What follows belongs to an exercise in optimizing a design on an open flow for small area; a production flow would make more cautious choices. At most, simulation tests tie the RTL to the original design; equivalence was not proved. The flow treats the clock pin as an ideal source, which a real chip does not have. Power and IR drop assume default switching activity.

## pixel_compositor
module pixel_compositor (
    input  logic        Clk,
    input  logic        Reset,
    input  logic        frame_start,
    input  logic        de,
    input  logic [9:0]  DrawX,
    input  logic [9:0]  DrawY,
    input  logic [9:0]  X,
    input  logic [9:0]  Y,
    input  logic [9:0]  size,
    input  logic [7:0]  x_vec,
    input  logic [7:0]  y_vec,
    input  logic        map_en,
    input  logic        wall_on,
    input  logic [11:0] wall_color,
    input  logic [11:0] memdata,
    output logic [3:0]  Red,
    output logic [3:0]  Green,
    output logic [3:0]  Blue,
    output logic        out_valid,
    output logic        dots_ready
);
For scale: roughly 1300 cells after synthesis, roughly 120 flip-flops, ~14000 um2 of cells after synthesis.
Settings: LEC_CHECK=0, CAP_MARGIN=20, CORE_MARGIN=2, CORE_UTILIZATION=40, CTS_BUF_LIST=sky130_fd_sc_hd__clkbuf_8, GPL_TIMING_DRIVEN=0, SLEW_MARGIN=20, SYNTH_HIERARCHICAL=1; clock period 12.0 ns.
standard.sh (not shown) runs the stock make flow with config.mk's settings and CLKGATE_MAP_FILE= SYNTH_SCRIPT=/design/flow/synth_recipe.tcl, a recipe that flattens the netlist after the stock synthesis.
==> flow/flow/run.sh <==
#!/bin/bash
set -e
export BUFFER_PORTS_ARGS="-buffer_cell sky130_fd_sc_hd__buf_1"
export CTS_ARGS="-sink_clustering_enable -repair_clock_nets -buf_list sky130_fd_sc_hd__clkbuf_8 -dont_use_dummy_load"
bash standard.sh > standard_flow.log 2>&1
Next try:
==> flow/flow/run.sh (replaced) <==
#!/bin/bash
set -e
export BUFFER_PORTS_ARGS="-buffer_cell sky130_fd_sc_hd__buf_1"
bash standard.sh > standard_flow.log 2>&1
--- a/flow/config.mk
+++ b/flow/config.mk
@@ -12 +11,0 @@
-export GPL_TIMING_DRIVEN = 0
Outcome: Design area is lower by 0.78%; non-clock buffer count came out lower by 62; die area stays the same; critical path depth goes down by 2; total power is higher by 2.5%; clock skew goes down by 11 ps.
Next try:
--- a/flow/flow/run.sh
+++ b/flow/flow/run.sh
@@ -3,0 +4 @@
+export CTS_ARGS="-sink_clustering_enable -repair_clock_nets -buf_list sky130_fd_sc_hd__clkbuf_8 -dont_use_dummy_load"
--- a/flow/config.mk
+++ b/flow/config.mk
@@ -8 +8 @@
-export CAP_MARGIN = 20
+export CAP_MARGIN = 0
@@ -12 +12 @@
-export SLEW_MARGIN = 20
+export SLEW_MARGIN = 0
=> The new run finished clean. Non-clock buffer count fell by 1. Design area shrinks slightly. Setup slack loses 29 ps. Sequential share of layout area came out higher by 0.30 points. Fmax stays flat. Combinational power stays flat. Synthesized cell count does not change.
Next try:
--- a/flow/config.mk
+++ b/flow/config.mk
@@ -8 +8 @@
-export CAP_MARGIN = 0
+export CAP_MARGIN = 20
@@ -12 +12 @@
-export SLEW_MARGIN = 0
+export SLEW_MARGIN = 20
Result: The new run completed without violations; total power stays flat; design area barely changes; hold slack is worse by 11 ps; non-clock buffer count is higher by 1; wire length stays flat; sequential share of layout area is about the same; register-to-register slack degrades by 40 ps.

========
== the previous run ==
pixel_compositor, a different RTL version from the one above (not shown whole).
Size: ~1300 cells after synthesis, roughly 14000 um2 of cells after synthesis.
Design pixel_compositor, start of the top module:
module pixel_compositor (
    input  logic        Clk,
    input  logic        Reset,
    input  logic        frame_start,
    input  logic        de,
    input  logic [9:0]  DrawX,
    input  logic [9:0]  DrawY,
    input  logic [9:0]  X,
    input  logic [9:0]  Y,
    input  logic [9:0]  size,
    input  logic [7:0]  x_vec,
    input  logic [7:0]  y_vec,
    input  logic        map_en,
    input  logic        wall_on,
    input  logic [11:0] wall_color,
    input  logic [11:0] memdata,
    output logic [3:0]  Red,
    output logic [3:0]  Green,
    output logic [3:0]  Blue,
    output logic        out_valid,
    output logic        dots_ready
);
    logic [9:0] x_lat, y_lat, s_lat;
    logic [7:0] xv_lat, yv_lat;
    logic       par_ok;
    logic [9:0] x_dot, y_dot;
    logic [7:0] xv_dot, yv_dot;
    logic       dot_ok;
    logic [3:0] cnt;
    logic       rdy;
    always_ff @(posedge Clk) begin
        if (frame_start) begin
            x_lat <= X; y_lat <= Y; s_lat <= size; xv_lat <= x_vec; yv_lat <= y_vec;
        end
        if (cnt == 4'd10 && !frame_start) begin
            x_dot <= x_lat; y_dot <= y_lat; xv_dot <= xv_lat; yv_dot <= yv_lat;
        end
    end
    always_ff @(posedge Clk) begin
        if (Reset) begin
            cnt <= '0; rdy <= 1'b0; par_ok <= 1'b0; dot_ok <= 1'b0;
        end else if (frame_start) begin
            cnt <= 4'd1; rdy <= 1'b0; par_ok <= 1'b1;
        end else if (cnt == 4'd10) begin
            cnt <= '0; rdy <= 1'b1; dot_ok <= 1'b1;
        end else if (cnt != 4'd0) begin
            cnt <= cnt + 4'd1;
        end
    end
    logic [8:0] hx, hy;
    logic       dot_hit;
    dot_axis u_dx (.d(DrawX[7:0]), .p(x_dot), .a(xv_dot), .hit(hx));
    dot_axis u_dy (.d(DrawY[7:0]), .p(y_dot), .a(yv_dot), .hit(hy));
  ...
clock: 12.0 ns
lec_check: 0
cap_margin: 20
core_margin: 2
core_utilization: 40
cts_buf_list: sky130_fd_sc_hd__clkbuf_8
slew_margin: 20
synth_hierarchical: 1
==> flow/flow/run.sh <==
#!/bin/bash
set -e
export BUFFER_PORTS_ARGS="-buffer_cell sky130_fd_sc_hd__buf_1"
export CTS_ARGS="-sink_clustering_enable -repair_clock_nets -buf_list sky130_fd_sc_hd__clkbuf_8 -root_buf sky130_fd_sc_hd__clkbuf_8 -sink_clustering_size 30 -sink_clustering_max_diameter 150 -sink_clustering_levels 1"
bash standard.sh > standard_flow.log 2>&1
[inputs] the current run vs the previous run
==> flow/flow/run.sh <==
#!/bin/bash
set -e
export BUFFER_PORTS_ARGS="-buffer_cell sky130_fd_sc_hd__buf_1"
bash standard.sh > standard_flow.log 2>&1
## What came out
On stage delay of the slowest cell on the critical path, the current run tracks the previous run almost exactly. Compared with the previous run, in the current run global-route usage held, number of H-tree levels held.
Function was not checked in any run of this note: the RTL went through the layout flow alone.

========
pixel_compositor, a different RTL version from the one above (not shown whole).
Size in the first run: roughly 1200 cells after synthesis, roughly 120 flip-flops.
Design pixel_compositor, start of the top module:
module pixel_compositor (
    input  logic        Clk,
    input  logic        Reset,
    input  logic        frame_start,
    input  logic        de,
    input  logic [9:0]  DrawX,
    input  logic [9:0]  DrawY,
    input  logic [9:0]  X,
    input  logic [9:0]  Y,
    input  logic [9:0]  size,
    input  logic [7:0]  x_vec,
    input  logic [7:0]  y_vec,
    input  logic        map_en,
    input  logic        wall_on,
    input  logic [11:0] wall_color,
    input  logic [11:0] memdata,
    output logic [3:0]  Red,
    output logic [3:0]  Green,
    output logic [3:0]  Blue,
    output logic        out_valid,
    output logic        dots_ready
);
==> flow/config.mk <==
export PLATFORM = sky130hd
export DESIGN_NAME = pixel_compositor
export DESIGN_NICKNAME = pixel_compositor
export VERILOG_FILES = /design/flow/design.v
export SDC_FILE = /design/flow/constraint.sdc
export NUM_CORES = 4
export LEC_CHECK = 0
export CAP_MARGIN = 20
export CORE_MARGIN = 2
export CORE_UTILIZATION = 40
export CTS_BUF_LIST = sky130_fd_sc_hd__clkbuf_8
export SLEW_MARGIN = 20
export SYNTH_HIERARCHICAL = 1
==> flow/constraint.sdc <==
create_clock -name core_clock -period 12.0 [get_ports {Clk}]
set_input_delay 2.4000 -clock core_clock [delete_from_list [all_inputs] [get_ports {Clk}]]
set_output_delay 2.4000 -clock core_clock [all_outputs]
set_load 0.01 [all_outputs]
==> flow/flow/run.sh <==
#!/bin/bash
set -e
export BUFFER_PORTS_ARGS="-buffer_cell sky130_fd_sc_hd__buf_1"
export CTS_ARGS="-repair_clock_nets -buf_list sky130_fd_sc_hd__clkbuf_8 -dont_use_dummy_load"
bash standard.sh > standard_flow.log 2>&1
Edit:
==> flow/flow/run.sh (replaced) <==
#!/bin/bash
set -e
export BUFFER_PORTS_ARGS="-buffer_cell sky130_fd_sc_hd__buf_1"
export CTS_ARGS="-sink_clustering_enable -repair_clock_nets -buf_list {sky130_fd_sc_hd__clkbuf_4 sky130_fd_sc_hd__clkbuf_8} -dont_use_dummy_load"
bash standard.sh > standard_flow.log 2>&1
Settings changed: CTS_BUF_LIST sky130_fd_sc_hd__clkbuf_8 to unset.
What happened:
- clock-buffer cell count does not change
- utilization is unchanged
- global-route usage stays the same
- setup slack does not change
- via count is unchanged
- fmax does not change
- combinational power hardly moves
- total power stays the same
- critical path depth does not change
- wire length does not change
- register-to-register slack hardly moves
Edit:
==> flow/flow/run.sh (replaced) <==
#!/bin/bash
set -e
export BUFFER_PORTS_ARGS="-buffer_cell sky130_fd_sc_hd__buf_1"
export CTS_ARGS="-sink_clustering_enable -repair_clock_nets -buf_list sky130_fd_sc_hd__clkbuf_8 -dont_use_dummy_load -sink_clustering_size 40 -sink_clustering_max_diameter 300 -sink_clustering_levels 2"
bash standard.sh > standard_flow.log 2>&1
Settings changed: CTS_BUF_LIST set to sky130_fd_sc_hd__clkbuf_8.
What happened:
- The changed run finished clean
- sequential power is about the same
- clock skew is unchanged
- final area stays the same
- worst hold slack stays the same
- wire length is unchanged
- die area stays the same
- area after synthesis does not change
- non-clock buffer count stays the same
Edit:
==> flow/flow/run.sh (replaced) <==
#!/bin/bash
set -e
export BUFFER_PORTS_ARGS="-buffer_cell sky130_fd_sc_hd__buf_1"
export CTS_ARGS="-sink_clustering_enable -repair_clock_nets -buf_list sky130_fd_sc_hd__clkbuf_8 -dont_use_dummy_load"
bash standard.sh > standard_flow.log 2>&1
Effect: The new run produced a clean layout. Synthesized cell count is unchanged. Final cell count is unchanged. Via count stays the same. Setup slack stays the same. Cell area does not change.
No functional check of the RTL was part of any run of this note.

========
Setup of job 3680:
Another version of the RTL of pixel_compositor (not shown whole).
Size in the first run: ~120 flip-flops, about 110 I/O pins, roughly 14,000 um2 of cells after synthesis.
Settings: LEC_CHECK=0, CAP_MARGIN=20, CORE_MARGIN=2, CORE_UTILIZATION=40, SLEW_MARGIN=20, SYNTH_HIERARCHICAL=1; clock period 12.0 ns.
==> flow/flow/run.sh <==
#!/bin/bash
set -e
export BUFFER_PORTS_ARGS="-buffer_cell sky130_fd_sc_hd__buf_1"
bash standard.sh > standard_flow.log 2>&1
Input changes introduced in job 8212 (baseline for comparison: job 3680):
Settings: CORE_UTILIZATION now 70, was 40.
When job 8212 is measured against job 3680, its routed wire length turns out 6.9% lower. The lower clock share of power of job 3680 and job 8212 is in job 3680. Global-route usage was higher in the run labelled job 8212.
Changes in job 1508 relative to job 8212:
Settings: CTS_BUF_LIST: unset -> sky130_fd_sc_hd__clkbuf_8; CORE_UTILIZATION: 70 -> 40.
## What came out
- Taking job 8212 as the reference, in job 1508 switching share of total power +1.2 points, filler-free cell count of the finished design +about 11%, required time of the worst setup path +0.04 ns.
## Diff of input files: job 8645 against job 1508
Settings: putting CTS_CLUSTER_DIAMETER at 200 where nothing was set; putting CTS_CLUSTER_SIZE at 30 where nothing was set.
Findings:
Delta (job 8645 minus job 1508): wire length after detailed routing about even; cell count about even; flip-flop and latch count about even.
Met2 usage came out exactly the same in job 8645 and job 1508.
Overall fraction of global-route tracks in use essentially unchanged between job 8645 and job 1508.
Per the comparison of job 8645 with job 1508, number of pins with negative max-slew slack in the final report flat; setup slack of the critical path after layout flat.

========
Another version of the RTL of pixel_compositor (not shown whole).
For scale: ~1500 cells after synthesis, roughly 110 flip-flops, about 110 I/O pins, ~14000 sq um of cells after synthesis.
clock: 12.0 ns
lec_check: 0
cap_margin: 20
core_margin: 2
core_utilization: 40
slew_margin: 20
synth_hierarchical: 1
run.sh (not shown) runs the stock make flow with config.mk's settings and CLKGATE_MAP_FILE= SYNTH_SCRIPT=/design/flow/synth_recipe.tcl, a recipe that flattens the netlist after the stock synthesis.
Stock flow here: none of the scripts above is used.
==> next run, changes <==
==> flow/flow/run.sh (new file) <==
#!/bin/bash
set -e
export BUFFER_PORTS_ARGS="-buffer_cell sky130_fd_sc_hd__buf_1"
bash standard.sh > standard_flow.log 2>&1
==> flow/standard.sh (new file) <==
#!/bin/bash
# synth_recipe.tcl (not shown) runs the flow's synth.tcl, then flattens the netlist and writes it again
# the make line also repeats each setting of config.mk as NAME=value (left out here)
make -C /OpenROAD-flow-scripts/flow DESIGN_CONFIG=/design/flow/config.mk WORK_HOME=/design/flow/orfs CLKGATE_MAP_FILE= SYNTH_SCRIPT=/design/flow/synth_recipe.tcl "${@:-finish}"
removed: flow/run.sh
After rerunning: Routed wire length goes up by 0.78%. Die area stays the same. Synthesized area is unchanged. Clock power goes up by 6.6%. Worst setup slack improves by 0.38 ns.

========
lagoon:
pixel_compositor, a different RTL version from the one above (not shown whole).
Size in the first run: roughly 1200 cells after synthesis, ~120 flip-flops.
Settings: LEC_CHECK=0, CAP_MARGIN=20, CORE_MARGIN=2, CORE_UTILIZATION=40, CTS_BUF_LIST=sky130_fd_sc_hd__clkbuf_8, SLEW_MARGIN=20, SYNTH_HIERARCHICAL=1; clock period 12.0 ns.
standard.sh (not shown) runs the stock make flow with config.mk's settings and CLKGATE_MAP_FILE= SYNTH_SCRIPT=/design/flow/synth_recipe.tcl, a recipe that flattens the netlist after the stock synthesis.
==> flow/flow/run.sh <==
#!/bin/bash
set -e
export BUFFER_PORTS_ARGS="-buffer_cell sky130_fd_sc_hd__buf_1"
export CTS_ARGS="-sink_clustering_enable -repair_clock_nets -buf_list sky130_fd_sc_hd__clkbuf_8 -dont_use_dummy_load"
export PRE_CTS_TCL="$(pwd)/flow/pre_cts.tcl"
bash standard.sh > standard_flow.log 2>&1
==> flow/flow/pre_cts.tcl <==
set_max_fanout 30 [current_design]
lagoon ended with every stage complete and zero timing, DRC or antenna violations.
--- input diff lagoon..willow ---
==> flow/flow/run.sh <==
#!/bin/bash
set -e
export BUFFER_PORTS_ARGS="-buffer_cell sky130_fd_sc_hd__buf_1"
export CTS_ARGS="-sink_clustering_enable -repair_clock_nets -buf_list sky130_fd_sc_hd__clkbuf_8 -dont_use_dummy_load"
bash standard.sh > standard_flow.log 2>&1
removed: flow/flow/pre_cts.tcl
==> comparison <==
From lagoon to willow the numbers moved as follows: worst-case setup margin in the final layout went up by 0.010 ns, proportion of cell area occupied by registers was more or less identical, total power density per cell area went up by 0.32%.
Against lagoon as the reference, willow delivers a lower non-clock buffer count.
The inputs of juniper differ from those of willow as listed below.
==> flow/flow/run.sh <==
#!/bin/bash
set -e
export BUFFER_PORTS_ARGS="-buffer_cell sky130_fd_sc_hd__buf_1"
export CTS_ARGS="-sink_clustering_enable -repair_clock_nets -buf_list sky130_fd_sc_hd__clkbuf_8 -dont_use_dummy_load"
export PRE_CTS_TCL="$(pwd)/flow/pre_cts.tcl"
bash standard.sh > standard_flow.log 2>&1
==> flow/flow/pre_cts.tcl (new file) <==
set_max_fanout 16 [current_design]
Going from willow to juniper, fmax was more or less identical, final core area utilization went up by 0.37 points, post-route cell area went up by 0.87%.
Comparing willow against juniper, there is no change at all in count of cell instances traversed by the critical path.
Between juniper and willow, the internal power component does not differ in any meaningful way.
As far as register area goes, willow and juniper are indistinguishable; the numbers are identical.
From willow to juniper the numbers moved as follows: non-filler instance count after layout climbed 0.69%, wire length has increased, multi-input gate count saw little to no change.
The run with more setup slack is willow; juniper has less.
Cmp juniper vs willow: final critical path time including I/O delays and setup higher in juniper

==> static timing again, ports no longer ideal <==
In the flow no input, the clock included, has a driving cell. The finished layouts below were timed again as built, in two steps.
Step 1: set_driving_cell puts a clkbuf_16 on Clk and a buf_2 on each other input, an assumption about the parent block.
Step 2 adds t to the input delays and takes it off the output delays; t is the mean of the earliest and latest rising clock arrival at the registers after step 1. Input paths then give back, and output paths get back, about the clock's delay inside the block.
a / b / c = ideal ports / drivers / drivers and shift; a / b = the first two.
run | t, ns | setup slack, ns | cell pins on the clock port's net
the first run of note 1 | 0.491 | 0.410 / 0.431 / -0.061 | 1
the second run of note 1 | 0.504 | 1.015 / 1.029 / 0.526 | 1
the third run of note 1 | 0.486 | 0.986 / 1.001 / 0.514 | 1
the fourth run of note 1 | 0.484 | 0.983 / 0.998 / 0.514 | 1
the previous run | 0.506 | 0.999 / 1.015 / 0.510 | 1
the current run | 0.506 | 0.999 / 1.015 / 0.510 | 1
the first run of note 3 | 0.512 | 0.953 / 0.971 / 0.458 | 1
the second run of note 3 | 0.512 | 0.953 / 0.971 / 0.458 | 1
the third run of note 3 | 0.512 | 0.953 / 0.971 / 0.458 | 1
the fourth run of note 3 | 0.512 | 0.953 / 0.971 / 0.458 | 1
job 3680 | 0.483 | 1.014 / 1.035 / 0.551 | 1
job 8212 | 0.471 | 0.906 / 0.922 / 0.451 | 1
job 1508 | 0.510 | 1.007 / 1.024 / 0.514 | 1
job 8645 | 0.510 | 1.007 / 1.024 / 0.514 | 1
the first run of note 5 | 0.483 | 1.701 / 1.725 / 1.242 | 1
the second run of note 5 | 0.490 | 2.084 / 2.106 / 1.616 | 1
lagoon | 0.471 | 1.088 / 1.104 / 0.633 | 1
willow | 0.471 | 1.098 / 1.096 / 0.625 | 1
juniper | 0.470 | 1.078 / 1.095 / 0.625 | 1
With both steps, setup timing fails in the first run of note 1, where it was met with ideal ports.
